What follows belongs to an exercise in optimizing a design on an open flow for small area, a short achievable clock period and few clock cycles; a production flow would make more cautious choices. RTL that was checked went through simulation tests only; none was proved equivalent to the original.

Setup of run A:
## ntwrk_size_tracker
module ntwrk_size_tracker
#(
    parameter int NUM_CONNS  = 8,
    parameter int NUM_POINTS = 1000,
    parameter int SIZE_W     = $clog2(NUM_POINTS) + 1,
    parameter int TOP_K      = 3,
    parameter int PROD_W     = SIZE_W * TOP_K
) (
    input  logic              clk,
    input  logic              rst,
    input  logic              cmd_vld,
    output logic              cmd_rdy,
    input  ntwrk_size_pkg::ntwrk_size_cmd_t cmd,
    output logic              rsp_vld,
    input  logic              rsp_rdy,
    output logic [PROD_W-1:0] rsp_data,
    output logic              rsp_is_prod,
    output logic              busy,
    output logic              err
);
Size in the first run: roughly 190 flip-flops, ~53 I/O pins.
clock: 10.0 ns
lec_check: 0
cap_margin: 20
core_margin: 2
core_utilization: 40
setup_slack_margin: 4.5
slew_margin: 20
run.sh (not shown) runs the stock make flow with config.mk's settings and CLKGATE_MAP_FILE= SYNTH_SCRIPT=/design/flow/synth_recipe.tcl, a recipe that flattens the netlist after the stock synthesis.
Input changes introduced in run E (baseline for comparison: run A):
--- a/flow/design.v
+++ b/flow/design.v
@@ -113,43 +113,36 @@
         for (int i = 0; i < N; i++) begin
             we_new[i] = acc_cmd && is_new && a_in && (ca[2:0] == 3'(i));
             we_w[i]   = acc_cmd && ((is_wr && ra_ok) || (is_mrg && !ab_eq && mrg_ok))
                         && (is_wrb ? (cb[2:0] == 3'(i)) : (ca[2:0] == 3'(i)));
             we_clr[i] = acc_cmd && is_mrg && !ab_eq && mrg_ok && (cb[2:0] == 3'(i));
         end
     end
     logic [W-1:0] lk_val;
     assign lk_val = ca[3] ? '0 : sa;
-    function automatic logic gtk(input logic [W:0] a, input logic [W:0] b);
-        logic g;
-        integer i;
-        g = 1'b0;
-        for (i = 0; i <= W; i = i + 1) g = (a[i] & ~b[i]) | ((a[i] | ~b[i]) & g);
-        gtk = g;
-    endfunction
     logic [W:0]   key [N];
     logic [W:0]   pk [4];
     logic [3:0]   pc, gw;
     logic [N-1:0] win;
     logic [W:0]   k3;
     always_comb begin
         logic c01, c02, c03, c12, c13, c23;
         for (int i = 0; i < N; i++) key[i] = {!(excl_q[i] && ebusy_q), size_q[i]};
         for (int p = 0; p < 4; p++) begin
-            pc[p] = gtk(key[2*p+1], key[2*p]);
+            pc[p] = key[2*p+1] > key[2*p];
             pk[p] = pc[p] ? key[2*p+1] : key[2*p];
         end
-        c01 = gtk(pk[1], pk[0]);
-        c02 = gtk(pk[2], pk[0]);
-        c03 = gtk(pk[3], pk[0]);
-        c12 = gtk(pk[2], pk[1]);
-        c13 = gtk(pk[3], pk[1]);
-        c23 = gtk(pk[3], pk[2]);
+        c01 = pk[1] > pk[0];
+        c02 = pk[2] > pk[0];
+        c03 = pk[3] > pk[0];
+        c12 = pk[2] > pk[1];
+        c13 = pk[3] > pk[1];
+        c23 = pk[3] > pk[2];
         gw[0] = !c01 && !c02 && !c03;
         gw[1] =  c01 && !c12 && !c13;
         gw[2] =  c02 &&  c12 && !c23;
         gw[3] =  c03 &&  c13 &&  c23;
         k3 = '0;
         for (int p = 0; p < 4; p++) begin
             k3 = k3 | (pk[p] & {(W+1){gw[p]}});
             win[2*p]   = gw[p] && !pc[p];
             win[2*p+1] = gw[p] &&  pc[p];
[summary]
- Between run E and run A, the first-pass GRT wire length does not differ in any meaningful way.
- Lower headroom to the max-slew limit was reported by run A, not run E.
- For run A, the timing endpoint of the critical path was acc_q[28], unlike run E, where it was size_q[7][2].
- Higher total die area was reported by run E, not run A.
- Run A → run E: total cell area at the placement stage increased 1.6%; number of global-route vias before repair went down by about 3.7%; setup slack of the critical path after layout went up by 0.40 ns; area growth from synthesis to layout lower.
Testbench counts of run E, summed over its fixed seeds: cycles 6,298.
No functional check of the RTL was part of run A.

---

== old ==
Another version of the RTL of ntwrk_size_tracker (not shown whole).
For scale: ~2100 cells after synthesis, ~190 flip-flops, roughly 53 I/O pins.
Settings: LEC_CHECK=0, CAP_MARGIN=20, CORE_MARGIN=2, CORE_UTILIZATION=40, SETUP_SLACK_MARGIN=4.5, SLEW_MARGIN=20; clock period 10.0 ns.
old finished end to end and its layout was clean on timing, DRC and antenna.
Input-level comparison between new and old:
--- a/flow/design.v
+++ b/flow/design.v
@@ -140,47 +140,40 @@
             gk[g] = '0;
             for (int j = 0; j < 4; j++) gk[g] = gk[g] | (key[4*g+j] & {(W+1){gw[g][j]}});
         end
         if (gk[1] > gk[0]) begin
             k3  = gk[1];
             win = {gw[1], 4'b0};
         end else begin
             k3  = gk[0];
             win = {4'b0, gw[0]};
         end
     end
-    logic [W-1:0]    x_lo;
+    logic [W-1:0]    x_lo, y_op;
     logic [2*W-1:0]  x_op;
-    logic [ND*R-1:0] p1, p2;
-    logic [1:0]      msd1, msd2, k_eff;
-    logic [R-1:0]    d1f, d1n, d2f, d2n, dig;
+    logic [ND*R-1:0] y_pad;
+    logic [1:0]      msd, k_eff;
+    logic [R-1:0]    dig;
     logic [PW-1:0]   acc_next;
     logic            mul_go, mul_last;
-    assign x_lo = {t0_q[W-1:1], t0_q[0] | ~|t0_q};
-    assign x_op = ph2_q ? {t1_q, t0_q} : {{W{1'b0}}, x_lo};
-    assign p1   = (ND*R)'({t1_q[W-1:1], t1_q[0] | ~|t1_q});
-    assign p2   = (ND*R)'({t2_q[W-1:1], t2_q[0] | ~|t2_q});
-    always_comb begin
-        msd1 = '0;
-        msd2 = '0;
-        for (int d = 1; d < ND; d++) begin
-            if (|p1[d*R +: R]) msd1 = 2'(d);
-            if (|p2[d*R +: R]) msd2 = 2'(d);
-        end
-    end
-    assign d1f   = p1[msd1*R +: R];
-    assign d1n   = p1[k_q*R +: R];
-    assign d2f   = p2[msd2*R +: R];
-    assign d2n   = p2[k_q*R +: R];
-    assign dig   = ph2_q ? (first_q ? d2f : d2n) : (first_q ? d1f : d1n);
-    assign k_eff = first_q ? (ph2_q ? msd2 : msd1) : k_q;
+    assign x_lo  = {t0_q[W-1:1], t0_q[0] | ~|t0_q};
+    assign x_op  = ph2_q ? {t1_q, t0_q} : {{W{1'b0}}, x_lo};
+    assign y_op  = ph2_q ? {t2_q[W-1:1], t2_q[0] | ~|t2_q}
+                         : {t1_q[W-1:1], t1_q[0] | ~|t1_q};
+    assign y_pad = (ND*R)'(y_op);
+    always_comb begin
+        msd = '0;
+        for (int d = 1; d < ND; d++) if (|y_pad[d*R +: R]) msd = 2'(d);
+    end
+    assign k_eff    = first_q ? msd : k_q;
+    assign dig      = y_pad[k_eff*R +: R];
     assign acc_next = (first_q ? '0 : (acc_q << R))
                     + PW'(x_op & {(2*W){dig[0]}})
                     + (PW'(x_op & {(2*W){dig[1]}}) << 1)
                     + (PW'(x_op & {(2*W){dig[2]}}) << 2);
     assign mul_go   = (eng_q == E_P3 || eng_q == E_MUL) && (!rsp_vld_q || rsp_rdy);
     assign mul_last = (k_eff == 2'd0);
     logic chg, cache_ok;
     assign chg      = |{we_new, we_w, we_clr};
     assign cache_ok = pia_q && !dirty_q;
     logic idle, lk_direct, up_direct, up_start, cmd_hold, pend_lk_go, pend_up_go, pend_up_start;
     assign idle          = (eng_q == E_IDLE);
Findings:
- new: full flow OK, the timing, DRC and antenna checks passed
- Count of standard-cell rows: new < old
- Lower non-clock buffer count was reported by old, not new.
- The fmax of new exceeds that of old by 0.0013 GHz.
- new has first-iteration DRC count above what old had.
- On new: worst endpoint required time is 0.05 ns lower than what old gave.
- Changes observed in new relative to old: summed area of non-filler cells in the final layout decreased by about 2.2% relative to the old numbers; cell area after synthesis lost about 3.7%.
- The start-to-end type of the worst setup path comes out input port to flop in one run and flop to flop in the other, namely in new and old respectively.
Testbench counts of new, summed over its fixed seeds: cycles 6,298.
Function not checked in old: the RTL went through the layout flow alone.

[static timing again, ports no longer ideal]
The results above use ideal ports. As a check the final layouts listed here were re-extracted and re-timed, cells and wires unchanged. Step 1 (the two cells are an assumption about what drives the block):
set clk [get_ports {clk}]
set_driving_cell -lib_cell sky130_fd_sc_hd__clkbuf_16 $clk
set_driving_cell -lib_cell sky130_fd_sc_hd__buf_2 [delete_from_list [all_inputs] $clk]
Step 2, shift: input delay + t, output delay - t, t = (earliest + latest rising clock arrival at the registers) / 2. This alone moves slack from input paths to output paths. a / b / c = ideal / step 1 / step 2; a / b = the first two.
| run | shift t [ns] | slack for setup (ns) | worst setup path at the end | latest minus earliest clock arrival (ns) | worst register clock-pin slew, ns |
|---|---|---|---|---|---|
| run A | 0.524 | 4.131 / 4.131 / 3.927 | input to register | 0.013 / 0.013 | 0.08 / 0.08 |
| run E | 0.525 | 4.534 / 4.561 / 4.036 | input to register | 0.017 / 0.018 | 0.08 / 0.08 |
| old | 0.554 | 4.457 / 4.457 / 4.050 | input to register | 0.029 / 0.028 | 0.09 / 0.09 |
| new | 0.540 | 4.495 / 4.498 / 3.987 | input to register | 0.019 / 0.018 | 0.08 / 0.08 |
After both steps every run listed still meets setup and hold. The setup slack of new, which loses most, moves by +0.003 ns with the drivers and by -0.508 ns with both steps.
